Background: an optimization exercise with open tools, aiming at small area, a short achievable clock period and few clock cycles per item. Do not read the settings as production practice. In this exercise RTL edits were held to simulation tests only and were not proved equivalent to the original. Power and IR drop assume default switching activity.

Design mips_core_top, start of the top module:
module mips_core_top
#(
  parameter int unsigned IMEM_AW = 8,
  parameter int unsigned DMEM_AW = 6
) (
  input  wire logic          clk,
  input  wire logic          rst_n_i,
  input  wire mips_isa_pkg::instr_t        imem_data_i,
  output logic [IMEM_AW-1:0] imem_addr_o,
  output logic               wb_en_o,
  output mips_isa_pkg::reg_idx_t           wb_reg_o,
  output mips_core_pkg::word_t              wb_data_o
);
  logic        hold;       
  logic        ex_wr_q, ex_ld_q, ex_st_q;
  logic [4:0]  ex_d_q;
  logic        mem_wr_q, mem_ld_q;
  logic [4:0]  mem_d_q;
  logic [31:0] r1_q;       
  logic [31:0] r2_q;       
  logic        wb_v_q;
  logic [4:0]  wb_d_q;
  logic [IMEM_AW-1:0] pc_q;
  logic [31:0]        ir_q;
  logic               ir_v_q;
  logic [31:1]        rs_oh_q, rt_oh_q;    
  logic               byp_s_q, byp_t_q;    
  always_ff @(posedge clk or negedge rst_n_i) begin
    if (!rst_n_i) begin
      pc_q   <= '0;
      ir_v_q <= 1'b0;
    end else begin
      if (!hold) pc_q <= pc_q + 1'b1;
      ir_v_q <= !hold;
    end
  end
  always_ff @(posedge clk) begin
    ir_q <= imem_data_i;
    for (int i = 1; i < 32; i++) begin
      rs_oh_q[i] <= (imem_data_i[25:21] == 5'(i));
      rt_oh_q[i] <= (imem_data_i[20:16] == 5'(i));
    end
  ...
==> flow/config.mk <==
export PLATFORM = sky130hd
export DESIGN_NAME = mips_core_top
export DESIGN_NICKNAME = mips_core_top
export VERILOG_FILES = /design/flow/design.v
export SDC_FILE = /design/flow/constraint.sdc
export NUM_CORES = 4
export LEC_CHECK = 0
export CAP_MARGIN = 20
export CORE_MARGIN = 2
export CORE_UTILIZATION = 40
export CTS_CLUSTER_DIAMETER = 60
export CTS_CLUSTER_SIZE = 24
export SETUP_SLACK_MARGIN = 4.0
export SLEW_MARGIN = 20
export TNS_END_PERCENT = 5
==> flow/constraint.sdc <==
create_clock -name core_clock -period 7.0 [get_ports {clk}]
set_input_delay 1.4000 -clock core_clock [delete_from_list [all_inputs] [get_ports {clk}]]
set_output_delay 1.4000 -clock core_clock [all_outputs]
set_load 0.01 [all_outputs]
standard.sh (not shown) runs the stock make flow with config.mk's settings and CLKGATE_MAP_FILE= SYNTH_SCRIPT=/design/flow/synth_recipe.tcl, a recipe that flattens the netlist after the stock synthesis.
==> flow/flow/run.sh <==
#!/bin/bash
# Own flow: the standard ORFS flow (standard.sh, all steps unchanged)
# with two additions:
#  - the port buffers are buf_4 cells (the default pick is a slow delay cell)
#  - after global routing, one more setup repair over every endpoint below
#    the margin (post_grt.tcl), then legalization and incremental routing
# The make output goes to standard.log; ORFS keeps each step's log under
# orfs/logs.
set -euo pipefail
here=$(cd "$(dirname "$0")" && pwd)
export BUFFER_PORTS_ARGS="-buffer_cell sky130_fd_sc_hd__buf_4"
export POST_GLOBAL_ROUTE_TCL="$here/post_grt.tcl"
export EXTRA_SETUP_MARGIN=3.8
export EXTRA_TNS=100
bash standard.sh > standard.log 2>&1
==> flow/flow/post_grt.tcl <==
# own flow: after global routing, a second setup repair over every endpoint
# below the margin, then legalize and update the global routes
puts "own flow: extra setup repair after global route, margin $::env(EXTRA_SETUP_MARGIN)"
estimate_parasitics -global_routing
report_worst_slack
global_route -start_incremental
repair_timing -setup -setup_margin $::env(EXTRA_SETUP_MARGIN) -repair_tns $::env(EXTRA_TNS) -verbose
detailed_placement
global_route -end_incremental
estimate_parasitics -global_routing
report_worst_slack
Testbench counts at the start, summed over its fixed seeds: cycles 19,426, instrs 18,432.
Edit:
--- a/flow/design.v
+++ b/flow/design.v
@@ -79,14 +79,15 @@
   logic        hold;       
   logic        ex_wr_q, ex_ld_q, ex_st_q;
   logic [4:0]  ex_d_q;
   logic        mem_wr_q, mem_ld_q;
   logic [4:0]  mem_d_q;
   logic [31:0] r1_q;       
   logic [31:0] r2_q;       
+  logic [31:0] rfw_q;      
   logic        wb_v_q;
   logic [4:0]  wb_d_q;
   logic [IMEM_AW-1:0] pc_q;
   logic [31:0]        ir_q;
   logic               ir_v_q;
   logic [31:1]        rs_oh_q, rt_oh_q;    
   logic               byp_s_q, byp_t_q;    
@@ -147,15 +148,15 @@
       rd_t = rd_t | ({32{rt_oh_q[i]}} & rf_q[i]);
     end
     rf_rs = byp_s_q ? r2_q : rd_s;
     rf_rt = byp_t_q ? r2_q : rd_t;
   end
   always_ff @(posedge clk) begin
     for (int i = 1; i < 32; i++)
-      if (wb_v_q && (wb_d_q == 5'(i))) rf_q[i] <= r2_q;
+      if (wb_v_q && (wb_d_q == 5'(i))) rf_q[i] <= rfw_q;
   end
   logic        ex_sub_q, ex_add_q, ex_and_q, ex_or_q, ex_slt_q;
   logic        ex_sa1_q, ex_sa2_q, ex_sa0_q;    
   logic        ex_sb1_q, ex_sb2_q, ex_sb0_q;    
   logic [31:0] ex_a_q, ex_b_q;
   logic [7:0]  ex_imm_q;      
   logic        id_sub, id_and, id_or, id_slt, id_fa1, id_fa2, id_fb1, id_fb2;
@@ -293,12 +294,16 @@
     if (!rst_n_i) wb_v_q <= 1'b0;
     else          wb_v_q <= mem_wr_q;
   end
   always_ff @(posedge clk) begin
     wb_d_q <= mem_d_q;
     r2_q   <= mres;
   end
+  always_ff @(posedge clk or negedge rst_n_i) begin
+    if (!rst_n_i) rfw_q <= '0;
+    else          rfw_q <= mres;
+  end
   assign wb_en_o   = wb_v_q;
   assign wb_reg_o  = wb_d_q;
-  assign wb_data_o = r2_q;
+  assign wb_data_o = rfw_q;
 endmodule
 `default_nettype wire
Effect: Combinational power came out lower by about 1%; cell area went up by 0.39%; synthesized cell count rose by about 0.4%; core utilization stays flat; total power is higher by about 1.5%; via count is about the same; register-to-register slack got worse by 0.04 ns; final cell count barely changes.
Testbench counts after the change, summed over its fixed seeds: cycles 19,426, instrs 18,432.

==> port drivers added, routing unchanged <==
The results above use ideal ports. As a check the final layouts listed here were re-extracted and re-timed, cells and wires unchanged. Step 1, drivers: a clkbuf_16 drives clk and a buf_2 each remaining input, both assumed. Step 2 also shifts input and output timing later by t, the mid clock arrival at the registers, as if the neighbouring blocks saw the same clock. a / b / c = no drivers / after step 1 / after step 2; a / b = the first two.
| run | t (ns) | setup WS [ns] | worst setup path after step 2 | worst data-port slew with drivers (ns) |
|---|---|---|---|---|
| the first run | 1.028 | 3.550 / 3.550 / 3.252 | input to register | 0.26 |
| the second run | 1.042 | 3.509 / 3.509 / 3.437 | input to register | 0.09 |
After both steps setup and hold are still met in every run listed. The setup slack of the first run, which loses most, moves by 0.000 ns with the drivers and by -0.298 ns with both steps.
